This design comes from an exercise in tuning for small area on the open sky130 flow, not from production work. Function was checked by simulation only, so behaviour that the tests miss may differ from the original. Power is estimated from default activity; no workload was simulated.

$ cat design/flow/config.mk
export PLATFORM = sky130hd
export DESIGN_NAME = hk_top
export DESIGN_NICKNAME = hk_top
export VERILOG_FILES = /design/flow/design.v
export SDC_FILE = /design/flow/constraint.sdc
export NUM_CORES = 4
export LEC_CHECK = 0
export CAP_MARGIN = 20
export CORE_MARGIN = 2
export CORE_UTILIZATION = 40
export SLEW_MARGIN = 20
$ cat design/flow/constraint.sdc
create_clock -name core_clock -period 10.0 [get_ports {clk_i}]
set_input_delay 2.0000 -clock core_clock [delete_from_list [all_inputs] [get_ports {clk_i}]]
set_output_delay 2.0000 -clock core_clock [all_outputs]
set_load 0.01 [all_outputs]
$ cat design/flow/design.v
package hk_pkg;
    localparam int ADR_W = 12;
    localparam int DAT_W = 32;
    localparam int REGION_W = 6;
    localparam logic [REGION_W-1:0] REGION_INTERNAL = 6'd0;
    localparam logic [REGION_W-1:0] REGION_CLOCKMON = 6'd1;
    typedef logic [DAT_W-1:0] hk_word_t;
    typedef enum logic [1:0] {
        HK_INTERNAL = 2'd0,
        HK_CLOCKMON = 2'd1,
        HK_UNMAPPED = 2'd2
    } hk_region_e;
    localparam hk_word_t DEVICE_ID = 32'h484B_494F;
    localparam hk_word_t FW_VERSION = {8'd1, 8'd4, 8'd2, 8'd17};
    localparam int SERIAL_W = 64;
    localparam logic [SERIAL_W-1:0] SERIAL_ID = 64'h5A3C_0F96_1E2D_4B87;
    localparam int CTRL_W = 16;
    localparam int NUM_CLOCKS = 5;
    localparam int MON_IDX_W = 3;
    localparam int MON_GATE_CYCLES = 256;
    localparam int MON_GATE_W = $clog2(MON_GATE_CYCLES);
    localparam int MON_CNT_W = 16;
    localparam int ALIVE_LSB = 16;
endpackage
`timescale 1ns/1ps
module clock_count_cell (
    input  logic                         clk_i,
    input  logic                         rst_i,
    input  logic                         mon_clk_i,
    output logic [hk_pkg::MON_CNT_W-1:0] count_o
);
    logic [2:0] smp_q;
    logic mon_rise;
    logic [hk_pkg::MON_CNT_W-1:0] bin_q;
    logic [hk_pkg::MON_CNT_W-1:0] gray_q;
    logic [hk_pkg::MON_CNT_W-1:0] sync1_q;
    logic [hk_pkg::MON_CNT_W-1:0] sync2_q;
    always_ff @(posedge clk_i) begin
        if (rst_i) begin
            smp_q <= '0;
        end else begin
            smp_q <= {smp_q[1:0], mon_clk_i};
        end
    end
    assign mon_rise = smp_q[1] && !smp_q[2];
    always_ff @(posedge clk_i) begin
        if (rst_i) begin
            bin_q  <= '0;
            gray_q <= '0;
        end else if (mon_rise) begin
            bin_q  <= bin_q + 1'b1;
            gray_q <= bin_q ^ (bin_q >> 1);
        end
    end
    always_ff @(posedge clk_i) begin
        if (rst_i) begin
            sync1_q <= '0;
            sync2_q <= '0;
        end else begin
            sync1_q <= gray_q;
            sync2_q <= sync1_q;
        end
    end
    always_comb begin
        count_o[hk_pkg::MON_CNT_W-1] = sync2_q[hk_pkg::MON_CNT_W-1];
        for (int i = hk_pkg::MON_CNT_W - 2; i >= 0; i--) begin
            count_o[i] = count_o[i+1] ^ sync2_q[i];
        end
    end
endmodule
`timescale 1ns/1ps
module clock_mon (
    input  logic                          clk_i,
    input  logic                          rst_i,
    input  logic                          req_valid_i,
    input  logic                          req_we_i,
    input  logic [hk_pkg::ADR_W-1:0]      req_adr_i,
    input  hk_pkg::hk_region_e            req_region_i,
    input  logic [hk_pkg::NUM_CLOCKS-1:0] clk_mon_i,
    output logic                          rsp_valid_o,
    output hk_pkg::hk_word_t              rsp_dat_o,
    output logic [hk_pkg::NUM_CLOCKS-1:0] alive_o
);
    logic [hk_pkg::MON_GATE_W-1:0] gate_q;
    logic gate_end;
    logic [hk_pkg::MON_CNT_W-1:0] count_w [hk_pkg::NUM_CLOCKS];
    logic [hk_pkg::MON_CNT_W-1:0] prev_q [hk_pkg::NUM_CLOCKS];
    logic [hk_pkg::MON_CNT_W-1:0] delta [hk_pkg::NUM_CLOCKS];
    logic [hk_pkg::MON_CNT_W-1:0] result_q [hk_pkg::NUM_CLOCKS];
    logic [hk_pkg::MON_IDX_W-1:0] idx;
    logic hit;
    hk_pkg::hk_word_t rd_word;
    for (genvar i = 0; i < hk_pkg::NUM_CLOCKS; i++) begin : g_cell
        clock_count_cell u_cell (
            .clk_i     (clk_i),
            .rst_i     (rst_i),
            .mon_clk_i (clk_mon_i[i]),
            .count_o   (count_w[i])
        );
    end
    assign gate_end = (gate_q == hk_pkg::MON_GATE_W'(hk_pkg::MON_GATE_CYCLES - 1));
    always_ff @(posedge clk_i) begin
        if (rst_i) begin
            gate_q <= '0;
        end else begin
            gate_q <= gate_q + 1'b1;
        end
    end
    always_comb begin
        for (int i = 0; i < hk_pkg::NUM_CLOCKS; i++) begin
            delta[i] = count_w[i] - prev_q[i];
        end
    end
    always_ff @(posedge clk_i) begin
        if (rst_i) begin
            for (int i = 0; i < hk_pkg::NUM_CLOCKS; i++) begin
                prev_q[i]   <= '0;
                result_q[i] <= '0;
                alive_o[i]  <= 1'b0;
            end
        end else if (gate_end) begin
            for (int i = 0; i < hk_pkg::NUM_CLOCKS; i++) begin
                prev_q[i]   <= count_w[i];
                result_q[i] <= delta[i];
                alive_o[i]  <= (delta[i] != '0);
            end
        end
    end
    assign hit = req_valid_i && (req_region_i == hk_pkg::HK_CLOCKMON);
    assign idx = req_adr_i[2 +: hk_pkg::MON_IDX_W];
    always_comb begin
        rd_word = '0;
        if (!req_we_i && (idx < hk_pkg::MON_IDX_W'(hk_pkg::NUM_CLOCKS))) begin
            rd_word[hk_pkg::MON_CNT_W-1:0] = result_q[idx];
        end
    end
    always_ff @(posedge clk_i) begin
        if (rst_i) begin
            rsp_valid_o <= 1'b0;
        end else begin
            rsp_valid_o <= hit;
        end
    end
    always_ff @(posedge clk_i) begin
        rsp_dat_o <= rd_word;
    end
endmodule
`timescale 1ns/1ps
module hk_bus_decode (
    input  logic                     clk_i,
    input  logic                     rst_i,
    input  logic                     cyc_i,
    input  logic                     stb_i,
    input  logic                     we_i,
    input  logic [hk_pkg::ADR_W-1:0] adr_i,
    input  hk_pkg::hk_word_t         dat_i,
    input  logic                     ack_i,
    output logic                     req_valid_o,
    output logic                     req_we_o,
    output logic [hk_pkg::ADR_W-1:0] req_adr_o,
    output hk_pkg::hk_word_t         req_wdat_o,
    output hk_pkg::hk_region_e       req_region_o
);
    logic busy_q;
    logic accept;
    logic [hk_pkg::REGION_W-1:0] region_bits;
    hk_pkg::hk_region_e region_d;
    assign accept = cyc_i && stb_i && !busy_q;
    assign region_bits = adr_i[hk_pkg::ADR_W-1 -: hk_pkg::REGION_W];
    always_comb begin
        if (region_bits == hk_pkg::REGION_INTERNAL) begin
            region_d = hk_pkg::HK_INTERNAL;
        end else if (region_bits == hk_pkg::REGION_CLOCKMON) begin
            region_d = hk_pkg::HK_CLOCKMON;
        end else begin
            region_d = hk_pkg::HK_UNMAPPED;
        end
    end
    always_ff @(posedge clk_i) begin
        if (rst_i) begin
            busy_q      <= 1'b0;
            req_valid_o <= 1'b0;
        end else begin
            req_valid_o <= accept;
            if (accept) begin
                busy_q <= 1'b1;
            end else if (ack_i) begin
                busy_q <= 1'b0;
            end
        end
    end
    always_ff @(posedge clk_i) begin
        if (accept) begin
            req_we_o     <= we_i;
            req_adr_o    <= adr_i;
            req_wdat_o   <= dat_i;
            req_region_o <= region_d;
        end
    end
endmodule
`timescale 1ns/1ps
module hk_id_regs (
    input  logic                          clk_i,
    input  logic                          rst_i,
    input  logic                          req_valid_i,
    input  logic                          req_we_i,
    input  logic [hk_pkg::ADR_W-1:0]      req_adr_i,
    input  hk_pkg::hk_word_t              req_wdat_i,
    input  hk_pkg::hk_region_e            req_region_i,
    input  logic [hk_pkg::NUM_CLOCKS-1:0] alive_i,
    output logic                          rsp_valid_o,
    output hk_pkg::hk_word_t              rsp_dat_o,
    output logic [hk_pkg::CTRL_W-1:0]     ctrl_o
);
    localparam logic [1:0] SLOT_ID     = 2'd0;
    localparam logic [1:0] SLOT_VER    = 2'd1;
    localparam logic [1:0] SLOT_SERIAL = 2'd2;
    localparam logic [1:0] SLOT_CTRL   = 2'd3;
    logic [1:0] slot;
    logic hit_int;
    logic hit_unmapped;
    logic [hk_pkg::CTRL_W-1:0] ctrl_q;
    logic [hk_pkg::SERIAL_W-1:0] serial_q;
    hk_pkg::hk_word_t rd_word;
    assign slot         = req_adr_i[3:2];
    assign hit_int      = req_valid_i && (req_region_i == hk_pkg::HK_INTERNAL);
    assign hit_unmapped = req_valid_i && (req_region_i == hk_pkg::HK_UNMAPPED);
    always_comb begin
        rd_word = '0;
        case (slot)
            SLOT_ID:     rd_word = hk_pkg::DEVICE_ID;
            SLOT_VER:    rd_word = hk_pkg::FW_VERSION;
            SLOT_SERIAL: rd_word[0] = serial_q[0];
            SLOT_CTRL: begin
                rd_word[hk_pkg::CTRL_W-1:0] = ctrl_q;
                rd_word[hk_pkg::ALIVE_LSB +: hk_pkg::NUM_CLOCKS] = alive_i;
            end
            default:     rd_word = '0;
        endcase
    end
    always_ff @(posedge clk_i) begin
        if (rst_i) begin
            ctrl_q <= '0;
        end else if (hit_int && req_we_i && (slot == SLOT_CTRL)) begin
            ctrl_q <= req_wdat_i[hk_pkg::CTRL_W-1:0];
        end
    end
    always_ff @(posedge clk_i) begin
        if (rst_i) begin
            serial_q <= hk_pkg::SERIAL_ID;
        end else if (hit_int && (slot == SLOT_SERIAL)) begin
            if (req_we_i) begin
                if (req_wdat_i[31]) begin
                    serial_q <= hk_pkg::SERIAL_ID;
                end
            end else begin
                serial_q <= {1'b0, serial_q[hk_pkg::SERIAL_W-1:1]};
            end
        end
    end
    always_ff @(posedge clk_i) begin
        if (rst_i) begin
            rsp_valid_o <= 1'b0;
        end else begin
            rsp_valid_o <= hit_int || hit_unmapped;
        end
    end
    always_ff @(posedge clk_i) begin
        if (hit_int && !req_we_i) begin
            rsp_dat_o <= rd_word;
        end else begin
            rsp_dat_o <= '0;
        end
    end
    assign ctrl_o = ctrl_q;
endmodule
`timescale 1ns/1ps
module hk_top (
    input  logic                      clk_i,
    input  logic                      rst_i,
    input  logic                      cyc_i,
    input  logic                      stb_i,
    input  logic                      we_i,
    input  logic [hk_pkg::ADR_W-1:0]  adr_i,
    input  hk_pkg::hk_word_t          dat_i,
    output logic                      ack_o,
    output hk_pkg::hk_word_t          dat_o,
    input  logic                      sys_clk_i,
    input  logic                      gtp_clk_i,
    input  logic                      rx_clk_i,
    input  logic                      rx_clk_x2_i,
    input  logic                      clk200_i,
    output logic [hk_pkg::CTRL_W-1:0] ctrl_o
);
    logic req_valid;
    logic req_we;
    logic [hk_pkg::ADR_W-1:0] req_adr;
    hk_pkg::hk_word_t req_wdat;
    hk_pkg::hk_region_e req_region;
    logic id_rsp_valid;
    hk_pkg::hk_word_t id_rsp_dat;
    logic cm_rsp_valid;
    hk_pkg::hk_word_t cm_rsp_dat;
    logic [hk_pkg::NUM_CLOCKS-1:0] alive;
    hk_bus_decode u_decode (
        .clk_i (clk_i),
        .rst_i (rst_i),
        .cyc_i (cyc_i),
        .stb_i (stb_i),
        .we_i  (we_i),
        .adr_i (adr_i),
        .dat_i (dat_i),
        .ack_i (ack_o),
        .req_valid_o  (req_valid),
        .req_we_o     (req_we),
        .req_adr_o    (req_adr),
        .req_wdat_o   (req_wdat),
        .req_region_o (req_region)
    );
    hk_id_regs u_id_regs (
        .clk_i       (clk_i),
        .rst_i       (rst_i),
        .req_valid_i  (req_valid),
        .req_we_i     (req_we),
        .req_adr_i    (req_adr),
        .req_wdat_i   (req_wdat),
        .req_region_i (req_region),
        .alive_i     (alive),
        .rsp_valid_o (id_rsp_valid),
        .rsp_dat_o   (id_rsp_dat),
        .ctrl_o      (ctrl_o)
    );
    clock_mon u_clock_mon (
        .clk_i       (clk_i),
        .rst_i       (rst_i),
        .req_valid_i  (req_valid),
        .req_we_i     (req_we),
        .req_adr_i    (req_adr),
        .req_region_i (req_region),
        .clk_mon_i   ({clk200_i, rx_clk_x2_i, rx_clk_i, gtp_clk_i, sys_clk_i}),
        .rsp_valid_o (cm_rsp_valid),
        .rsp_dat_o   (cm_rsp_dat),
        .alive_o     (alive)
    );
    always_ff @(posedge clk_i) begin
        if (rst_i) begin
            ack_o <= 1'b0;
        end else begin
            ack_o <= id_rsp_valid || cm_rsp_valid;
        end
    end
    always_ff @(posedge clk_i) begin
        if (cm_rsp_valid) begin
            dat_o <= cm_rsp_dat;
        end else if (id_rsp_valid) begin
            dat_o <= id_rsp_dat;
        end else begin
            dat_o <= '0;
        end
    end
endmodule
$ cat design/flow/run.sh
#!/bin/bash
# synth_recipe.tcl (not shown) runs the flow's synth.tcl, then flattens the netlist and writes it again
# the make line also repeats each setting of config.mk as NAME=value (left out here)
make -C /OpenROAD-flow-scripts/flow DESIGN_CONFIG=/design/flow/config.mk WORK_HOME=/design/flow/orfs CLKGATE_MAP_FILE= SYNTH_SCRIPT=/design/flow/synth_recipe.tcl finish
==> results.rst <==
.. list-table::
   :header-rows: 1

   * - Metric
     - Value
   * - Run status
     - finished clean
   * - Core ar.
     - 0.0697 sq mm
   * - Number of gates given a new drive strength after cts
     - 0
   * - PwrDens
     - 182 mW/mm^2
   * - Number of vias per cell
     - 4.78
   * - Most frequently used flop master after synthesis
     - dfxtp_1
   * - Post-detailed-placement half-perimeter wirelength
     - 34600 um
   * - Clock transition at the register clock pins on the worst setup and hold paths after CTS
     - 0.06 ns
   * - Setup Crit Path Kind
     - flip-flop to flip-flop
   * - Unrepaired setup endpoints after global routing
     - no
   * - Cts bufs inserted
     - 74
   * - Initial antenna violation count
     - 0
   * - Post-CTS setup repair buffer count
     - 0
   * - Maximum number of pins on one net before global-route repair
     - 223
   * - Synth Instances
     - 3056
   * - Number of max-cap violations
     - 0
   * - Detailed-router iteration count before antenna repair
     - 5
   * - Area growth, synth to finish
     - 15.0%
   * - Highest clock frequency the design can meet
     - 189 MHz
   * - Number of global-route vias before repair
     - 18300
   * - Later-pin clock latency in the skew report
     - 0.61 ns
   * - Worst min-delay path class
     - flip-flop to flip-flop
   * - Final setup TNS
     - 0 ns
   * - Vias after detailed routing
     - 19400
   * - CTS tree
     - yes
   * - YS warnings
     - 12
   * - Wire length per cell
     - 13.0 um
   * - Antenna violation net count after detailed routing
     - 0
   * - Portion of the clock cycle consumed by the worst path in the final layout
     - 0.528
   * - Final Hold Vio Count
     - 0
   * - Number of remaining DRC errors
     - 0
   * - PortBufs
     - 77
   * - Antenna Diode Count
     - 0
   * - Required time of the critical path
     - 10.49 ns
   * - Clock root buffer
     - clkbuf_16
   * - Ratio of cells with drive above 1 in the final layout
     - 0.0623
   * - Y dimension of the die
     - 269 um
   * - Average footprint of a synthesized cell
     - 9.16 sq um
   * - Summed instance area of the synthesized netlist
     - 0.0280 sq mm
   * - Arrival time of the worst setup path
     - 5.78 ns
   * - Total of endpoints with negative setup slack in the final report
     - 0
   * - Worst rel slew slack
     - 0.315
   * - Count of nets after finishing
     - 3277
   * - Clock Skew
     - 0.0247 ns
   * - Starting Density
     - 0.402
   * - Final standard cell utilization of the core
     - 0.462
   * - Startpoint types
     - flip-flop
   * - Maximum net fanout on the critical path
     - 4
   * - Number of buffers on the longest clock path
     - 3
   * - H-tree depth reported by CTS
     - 3
   * - Portion of the post-synthesis area used by sequential elements
     - 0.489
   * - I/O pin count
     - 103
   * - Placer Congestion
     - 0.822
   * - Count of flip-flops with a built-in enable after synthesis
     - 23
   * - FF+latch count, synth
     - 672
   * - Die Span X
     - 269 um
   * - Top post-synthesis cells by area
     - dfxtp_1, ha_1, nand2_1
   * - Number of DRC violations after detailed-routing iteration 0
     - 1052
   * - Total detailed-routing wirelength
     - 52800 um
   * - Area of the die
     - 0.0721 sq mm
   * - Nature of the critical path endpoint
     - flip-flop
   * - IR Drop Worst-Case VDD
     - 0.151 mV
   * - Ys async rst share
     - 0
   * - GRT Residual Overflow
     - 0
   * - Total global routing track utilization
     - 0.147
   * - Static power due to leakage
     - 12.4 nW
   * - Post-CTS Hold Buffers
     - 0
   * - Number of slew-limit violations in the final report
     - 0
   * - # clock sinks
     - 672
   * - Tightest Pin Transition
     - 1.03 ns
   * - Commonest cells after routing, fill and taps aside
     - dfxtp_1, nand2_1, nor2_1
   * - Area fraction of the dominant cell type after synthesis
     - 0.464
   * - Cell taking the most area after synthesis
     - dfxtp_1
   * - Minimum period implied by the final worst setup slack
     - 5.28 ns
   * - Global-route wire length before repair
     - 89000 um
   * - Most frequent standard cell in the layout excluding fill and tap cells
     - dfxtp_1
   * - Rows
     - 97
   * - Post-synth cell types
     - 65
==> kinds of logic after synthesis <==
logic type,after synthesis,share of synthesized area
adder cells (fa/ha/maj),151,0.0688
other,1,0.000134
buffers and inverters,299,0.0413
AO/OA/AOI/OAI,574,0.128
AND/OR/NAND/NOR,1094,0.180
XOR/XNOR,247,0.0866
flip-flops,672,0.489
multiplexers,18,0.00688
==> cell type report <==
class,count,area [sq um]
clock inverters,35,537
multi-input cells,2091,13200
inverters,135,507
clock buffers,100,2130
well taps,940,1180
repair buffers,98,966
flip-flops and latches,672,13700
fillers,6825,37500
==> synthesized netlist by cell type, types with 4 or more instances <==
master / instances
dfxtp_1: 649
a21oi_1: 272
or4_1: 4
nand2_1: 388
edfxtp_1: 23
nor2b_1: 202
ha_1: 146
o21bai_1: 5
clkbuf_1: 140
and3_1: 14
buf_4: 9
o21a_1: 26
a31oi_1: 12
nor2_1: 307
xor2_1: 105
nand3_1: 42
xnor2_2: 18
nor4_1: 7
inv_1: 135
mux2i_1: 17
nor3b_1: 4
xnor2_1: 110
o22ai_1: 32
nand2b_1: 45
a211oi_1: 59
nor3_1: 36
nand4_1: 5
a22o_1: 15
o21ai_0: 36
fa_1: 5
or2_2: 7
a221oi_1: 16
o211ai_1: 4
buf_1: 15
and2_1: 14
o2111ai_1: 7
a21o_1: 24
xor2_2: 12
o31ai_1: 8
a22oi_1: 31
a21boi_0: 5
nand3b_1: 5
or3_1: 6
==> metal layers <==
metal	vias up	routed length [um]	GRT usage
met4	0	1140	0.0426
met2	239	23600	0.237
li1	10200	-	-
met3	87	2440	0.0339
met5	-	0	0
met1	8925	25700	0.198
==> power breakdown <==
| group | internal, mW | total (mW) | switching [mW] |
|---|---|---|---|
| Clock | 1.81 | 2.92 | 1.11 |
| Combinational | 0.0851 | 0.221 | 0.136 |
| Sequential | 2.71 | 2.71 | 0.00701 |
| Total | 4.61 | 5.86 | 1.25 |
==> sequential cells by signal (all words and copies together), names as in the netlist, 2 cells and up <==
name	count
u_id_regs.serial_q	63
u_clock_mon.g_cell.u_cell.sync2_q	80
u_clock_mon.gate_q	8
u_clock_mon.g_cell.u_cell.smp_q	15
u_clock_mon.alive_o	5
dat_o	23
u_clock_mon.g_cell.u_cell.sync1_q	80
u_decode.req_region_o	2
u_id_regs.rsp_dat_o	23
u_clock_mon.g_cell.u_cell.bin_q	80
u_decode.req_adr_o	3
u_decode.req_wdat_o	17
u_clock_mon.rsp_dat_o	16
u_id_regs.ctrl_q	16
u_clock_mon.prev_q	80
u_clock_mon.result_q	80
u_clock_mon.g_cell.u_cell.gray_q	75
==> critical path, stage by stage, from the launching register on <==
cell and delay, ns:
dfxtp_1 0.40, xor2_2 0.26, xor2_2 0.32, xnor2_2 0.22, xor2_2 0.35, xnor2_2 0.19, xnor2_2 0.34, xnor2_2 0.18
xnor2_1 0.25, ha_1 0.21, inv_1 0.06, fa_1 0.43, a21o_1 0.20, a21oi_1 0.25, o21ai_0 0.16, a221o_1 0.36
xor2_1 0.16, or4_1 0.53, nor4_1 0.19, a31oi_1 0.11
==> stage by stage <==
step | setup slack, ns | hold slack (ns) | power [mW] | std cells | area, sq um
global route | 4.29 | 0.443 | 6.08 | 4071 | 32200
detailed placement | 4.68 | 0.411 | 2.99 | 3935 | 29500
finish | 4.72 | 0.420 | 5.86 | 4071 | 32200
global placement | 4.67 | 0.412 | 2.99 | 3935 | 29500
floorplan | 5.25 | 0.401 | 2.94 | 3062 | 28000
CTS | 4.66 | 0.420 | 5.95 | 4070 | 32200
==> path summary, 6_finish.rpt <==
kind	depth (start not counted)	start	end	slack, ns
setup reg to reg	19	u_clock_mon.g_cell[4].u_cell.sync2_q[15]$_SDFF_PP0_	u_clock_mon.alive_o[4]$_SDFFE_PP0N_	4.72
hold / removal	1	u_clock_mon.g_cell[4].u_cell.sync1_q[9]$_SDFF_PP0_	u_clock_mon.g_cell[4].u_cell.sync2_q[9]$_SDFF_PP0_	0.42
setup / recovery	19	u_clock_mon.g_cell[4].u_cell.sync2_q[15]$_SDFF_PP0_	u_clock_mon.alive_o[4]$_SDFFE_PP0N_	4.72
hold reg to reg	1	u_clock_mon.g_cell[4].u_cell.sync1_q[9]$_SDFF_PP0_	u_clock_mon.g_cell[4].u_cell.sync2_q[9]$_SDFF_PP0_	0.42

port drivers added, routing unchanged:
Ports are ideal in the flow. The routed layout listed here was re-timed in OpenROAD. Step 1 assumes that a clkbuf_16 drives the clock port and a buf_2 every other input. Step 2 moves the port delays by t, midway between the first and last clock arrival at a register: inputs arrive t later, outputs are due t later. That takes back most of the time a late clock gives input paths. a / b / c = ideal ports / drivers / drivers and shift; a / b = the first two.
t (ns): 0.661
setup WS [ns]: 4.718 / 4.718 / 4.718
worst setup path at the end: register to register
latest minus earliest clock arrival (ns): 0.029 / 0.028
After both steps setup and hold are still met in this run. For this run, drivers alone change the setup slack by 0.000 ns; drivers and shift together by 0.000 ns.
